From an optimization exercise on the open Yosys and OpenROAD flow, aimed at small area and a short achievable clock period; shortcuts taken in it are not production practice.
Where RTL was checked, it was by simulation tests only, not by an equivalence proof against the original.
No activity file was given, so power comes from the tool's default toggle rates.

==> inputs of job 1678 <==
==> flow/design.v (excerpt) <==
module execStage (
    input  logic                 clk,
    input  logic                 rstN,
    input  logic                 inValid,
    input  execPkg::opcodeE               opcode,
    input  logic [execPkg::DataWidth-1:0] operandA,
    input  logic [execPkg::DataWidth-1:0] operandB,
    input  logic [execPkg::DataWidth-1:0] immediate,
    input  logic [execPkg::AddrWidth-1:0] pc,
    input  logic [execPkg::AddrWidth-1:0] stackTop,
    output logic                 outValid,
    output logic                 regWriteEn,
    output logic                 writeFromMem,
    output logic [execPkg::DataWidth-1:0] writeData,
    output logic                 memReadEn,
    output logic                 memWriteEn,
    output logic [execPkg::AddrWidth-1:0] memAddr,
    output logic [execPkg::DataWidth-1:0] memWriteData,
    output logic                 branchTaken,
    output logic [execPkg::AddrWidth-1:0] branchTarget,
    output logic                 pushReturn,
    output logic                 popReturn,
    output logic                 illegalOp
);
==> module aluCore, before the edit <==
module aluCore (
    input  logic [5:0]  opcode,
    input  logic [15:0] operandA,
    input  logic [15:0] operandB,
    input  logic [15:0] immediate,
    input  logic [15:0] pc,
    input  logic [15:0] stackTop,
    output logic [15:0] dataResult,
    output logic [15:0] addrResult,
    output logic [15:0] divB3,        
    output logic        cmpEqual,
    output logic        cmpLess
);
    assign divB3 = operandB + {operandB[14:0], 1'b0};
    logic [7:0] quotHi;
    logic [7:0] rem [0:4];
    assign rem[0] = '0;
    for (genvar k = 0; k < 4; k++) begin : gDiv
        localparam int W = 2*k + 2;
        logic [W-1:0] t, r;
        if (k == 0) begin : gT0
            assign t = operandA[15:14];
        end else begin : gTn
            assign t = {rem[k][W-3:0], operandA[15-2*k:14-2*k]};
        end
        divStep4 #(.W(W)) uStep (.t(t), .b(operandB), .b3(divB3), .q(quotHi[7-2*k:6-2*k]), .r(r));
        assign rem[k+1] = 8'(r);
    end
    logic [15:0] product;
    logic        isShl;
    logic [15:0] shIn, shOut, shOutRev, aRev;
    assign isShl = (opcode == 6'd12);
    for (genvar b = 0; b < 16; b++) begin : gRev
        assign aRev[b]     = operandA[15-b];
        assign shOutRev[b] = shOut[15-b];
    end
    assign shIn  = isShl ? aRev : operandA;
    assign shOut = shIn >> operandB[3:0];
    mulLow16 uMul (.a(operandA), .b(operandB), .p(product));
    logic opMem1, opAdd, opSub, opCall, opJpc;
    assign opMem1 = (opcode == 6'd0) || (opcode == 6'd3);
    assign opAdd  = (opcode == 6'd6);
    assign opSub  = (opcode == 6'd7) || (opcode == 6'd14);
    assign opCall = (opcode == 6'd19);
    assign opJpc  = (opcode == 6'd17);
    logic [15:0] addX, addY;
    logic [16:0] sum;
    assign addX = (opCall || opJpc) ? pc : operandA;
    always_comb begin
        if (opAdd)                    addY = operandB;
        else if (opSub)               addY = ~operandB;
        else if (opMem1 || opJpc)     addY = immediate;
        else                          addY = '0;
    end
    assign sum = {1'b0, addX} + {1'b0, addY} + 17'(opSub || opCall);
    assign cmpLess  = ~sum[16];
    assign cmpEqual = (sum[15:0] == '0);
    logic [3:0]  logicTable;
    logic [15:0] logicResult;
    always_comb begin
        case (opcode)
            6'd5:    logicTable = 4'b1010;     
            6'd10:   logicTable = 4'b1000;     
            6'd11:   logicTable = 4'b1110;     
            6'd15:   logicTable = 4'b0011;     
            default: logicTable = 4'b0000;
        endcase
    end
    for (genvar b = 0; b < 16; b++) begin : gLogic
        assign logicResult[b] = logicTable[{operandA[b], operandB[b]}];
    end
    logic selSum, selImm, selProd, selShl, selShr, isDivOp;
    assign selSum     = (opcode == 6'd0) || (opcode == 6'd1) || (opcode == 6'd3) || (opcode == 6'd4) ||
                        (opcode == 6'd6) || (opcode == 6'd7) || (opcode == 6'd19);
    assign selImm     = (opcode == 6'd2);
    assign selProd    = (opcode == 6'd8);
    assign selShl     = (opcode == 6'd12);
    assign selShr     = (opcode == 6'd13);
    assign isDivOp    = (opcode == 6'd9);
    logic [15:0] otherResult;
    assign otherResult = ({16{selSum}} & sum[15:0]) | ({16{selImm}} & immediate) |
                         ({16{selProd}} & product) | ({16{selShl}} & shOutRev) |
                         ({16{selShr}} & shOut) | logicResult;
    assign dataResult = isDivOp ? {quotHi, rem[4]} : otherResult;
    logic selB, selA, selSum2, selImm2, selStack;
    assign selB     = (opcode == 6'd3) || (opcode == 6'd4) || (opcode == 6'd9);
    assign selA     = (opcode == 6'd16) || (opcode == 6'd19);
    assign selSum2  = (opcode == 6'd17);
    assign selImm2  = (opcode == 6'd18);
    assign selStack = (opcode == 6'd20);
    assign addrResult = ({16{selB}} & operandB) | ({16{selA}} & operandA) | ({16{selSum2}} & sum[15:0]) |
                        ({16{selImm2}} & immediate) | ({16{selStack}} & stackTop);
endmodule
export LEC_CHECK = 0
export ABC_AREA = 1
export CAP_MARGIN = 20
export CORE_MARGIN = 2
export CORE_UTILIZATION = 40
export PLACE_DENSITY = 0.6
export SLEW_MARGIN = 20
create_clock -name core_clock -period 32.0 [get_ports {clk}]
standard.sh (not shown) runs the stock make flow with config.mk's settings and CLKGATE_MAP_FILE= SYNTH_SCRIPT=/design/flow/synth_recipe.tcl, a recipe that flattens the netlist after the stock synthesis.
==> flow/flow/run.sh <==
#!/bin/bash
# The standard ORFS flow with four changes:
#  - synthesis (flow/my_synth.tcl, the standard flow's own synthesis script otherwise) maps
#    with ABC script flow/abc.script;
#  - synthesis leaves adders to ABC (no full/half-adder cell extraction);
#  - ports are buffered with buf_2;
#  - timing repair aims at a setup slack margin of 19 ns.
# make's output goes to standard.log; each tool's own log is under orfs/logs.
HERE=$(pwd)
export MY_ABC_SCRIPT=$HERE/flow/abc.script
bash standard.sh SYNTH_SCRIPT=$HERE/flow/my_synth.tcl ADDER_MAP_FILE= SETUP_SLACK_MARGIN=19 "BUFFER_PORTS_ARGS=-buffer_cell sky130_fd_sc_hd__buf_2" finish > standard.log 2>&1
==> flow/flow/abc.script <==
strash
dch
map -B 0.9
topo
stime -c
==> flow/flow/my_synth.tcl <==
# The standard synthesis (synth_recipe.tcl) with one change: ABC maps with
# the script named by MY_ABC_SCRIPT instead of ORFS's abc_area/abc_speed.
proc synth {args} { yosys synth -nofsm -noshare {*}$args }
set f [open $::env(SCRIPTS_DIR)/synth.tcl]
set src [read $f]
close $f
set hook {source $::env(SCRIPTS_DIR)/synth_preamble.tcl}
set n [string first $hook $src]
if { $n < 0 } { error "synth.tcl no longer sources synth_preamble.tcl" }
set src [string replace $src $n [expr { $n + [string length $hook] - 1 }] \
  "$hook\nset abc_args \[lreplace \$abc_args 1 1 \$::env(MY_ABC_SCRIPT)\]\nputs \"abc args: \$abc_args\""]
eval $src
# left out here: clear keep_hierarchy, flatten, clean up, hide names made inside functions, write 1_2_yosys.v
==> job 3259 (differences from job 1678) <==
--- a/flow/design.v
+++ b/flow/design.v
@@ -121,15 +121,16 @@
         assign rem[k+1] = 8'(r);
     end
-    logic [15:0] product;
-    logic        isShl;
-    logic [15:0] shIn, shOut, shOutRev, aRev;
+    logic        isShl, isShr;
+    logic [15:0] aRev, mulA, mulB, product, productRev, shiftOneHot;
     assign isShl = (opcode == 6'd12);
+    assign isShr = (opcode == 6'd13);
+    assign shiftOneHot = 16'd1 << operandB[3:0];
     for (genvar b = 0; b < 16; b++) begin : gRev
-        assign aRev[b]     = operandA[15-b];
-        assign shOutRev[b] = shOut[15-b];
+        assign aRev[b]       = operandA[15-b];
+        assign productRev[b] = product[15-b];
     end
-    assign shIn  = isShl ? aRev : operandA;
-    assign shOut = shIn >> operandB[3:0];
-    mulLow16 uMul (.a(operandA), .b(operandB), .p(product));
+    assign mulA = isShr ? aRev : operandA;
+    assign mulB = (isShl || isShr) ? shiftOneHot : operandB;
+    mulLow16 uMul (.a(mulA), .b(mulB), .p(product));
     logic opMem1, opAdd, opSub, opCall, opJpc;
     assign opMem1 = (opcode == 6'd0) || (opcode == 6'd3);
@@ -164,16 +165,14 @@
         assign logicResult[b] = logicTable[{operandA[b], operandB[b]}];
     end
-    logic selSum, selImm, selProd, selShl, selShr, isDivOp;
+    logic selSum, selImm, selProd, selProdRev, isDivOp;
     assign selSum     = (opcode == 6'd0) || (opcode == 6'd1) || (opcode == 6'd3) || (opcode == 6'd4) ||
                         (opcode == 6'd6) || (opcode == 6'd7) || (opcode == 6'd19);
     assign selImm     = (opcode == 6'd2);
-    assign selProd    = (opcode == 6'd8);
-    assign selShl     = (opcode == 6'd12);
-    assign selShr     = (opcode == 6'd13);
+    assign selProd    = (opcode == 6'd8) || (opcode == 6'd12);
+    assign selProdRev = (opcode == 6'd13);
     assign isDivOp    = (opcode == 6'd9);
     logic [15:0] otherResult;
     assign otherResult = ({16{selSum}} & sum[15:0]) | ({16{selImm}} & immediate) |
-                         ({16{selProd}} & product) | ({16{selShl}} & shOutRev) |
-                         ({16{selShr}} & shOut) | logicResult;
+                         ({16{selProd}} & product) | ({16{selProdRev}} & productRev) | logicResult;
     assign dataResult = isDivOp ? {quotHi, rem[4]} : otherResult;
     logic selB, selA, selSum2, selImm2, selStack;
==> flow/flow/run.sh (replaced) <==
#!/bin/bash
# The standard ORFS flow with three changes: synthesis leaves adders to ABC
# (no full/half-adder cell extraction), ports are buffered with buf_2, and
# timing repair aims at a setup slack margin of 19.5 ns. make's output goes to
# standard.log; each tool's own log is under orfs/logs.
bash standard.sh ADDER_MAP_FILE= SETUP_SLACK_MARGIN=19.5 "BUFFER_PORTS_ARGS=-buffer_cell sky130_fd_sc_hd__buf_2" finish > standard.log 2>&1
removed: flow/flow/abc.script
removed: flow/flow/my_synth.tcl
==> comparison table <==
|  | job 3259 | job 1678 |
|---|---|---|
| Sequential power | 110 uW | 106 uW |
| Clk cell area share | 0.0153 | 0.0152 |
| Final core area utilization | 0.472 | 0.476 |
| Nonclk buf count | 282 | 236 |
| NumNets Final | 3703 | 3632 |
| Met2 wire length | 33900 um | 34700 um |
| Clock latency on the worst-skew pair | 360 ps | 370 ps |
| Overall die area | 47200 um2 | 44000 um2 |
| Fraction of area in multi-input gates | 0.719 | 0.735 |
| Sum of net half-perimeters after detailed placement | 58800 um | 60900 um |
| Number of tapcells | 600 | 539 |
| Total length of routed met3 wires | 7330 um | 7910 um |
| First-pass GRT wire length | 113000 um | 120000 um |
| Max Clock Freq | 81.0 MHz | 79.2 MHz |
| Outcome | no timing/DRC/antenna violations | no timing/DRC/antenna violations |
| Sequential-to-total area share from yosys stat | 0.0737 | 0.0793 |
| Number of instances in the synthesized netlist | 3437 | 3314 |
| Final non-filler cell area | 21300 um2 | 19900 um2 |
| Number of DRC markers after the initial detailed-route iteration | 2733 | 2718 |
The RTL of job 3259 was laid out without a check of its function.

==> static timing again, ports no longer ideal <==
The flow's constraints put no driver on any port. The routed layouts listed below were extracted and timed again, unchanged, in two steps.
Step 1 (the two cells are an assumption about what drives the block):
set clk [get_ports {clk}]
set_driving_cell -lib_cell sky130_fd_sc_hd__clkbuf_16 $clk
set_driving_cell -lib_cell sky130_fd_sc_hd__buf_2 [delete_from_list [all_inputs] $clk]
Step 2, shift: input delay + t, output delay - t, t = (earliest + latest rising clock arrival at the registers) / 2. This alone moves slack from input paths to output paths.
Three values: ideal, step 1, step 2; two values: the first two.
run	shift t [ns]	setup slack, ns	hold WS [ns]
job 1678	0.411	19.366 / 19.312 / 19.096	0.486 / 0.486 / 0.486
job 3259	0.410	19.661 / 19.611 / 19.577	0.475 / 0.475 / 0.475
After both steps setup and hold are still met in every run listed. For job 1678, which loses most, drivers alone change the setup slack by -0.054 ns; drivers and shift together by -0.270 ns.
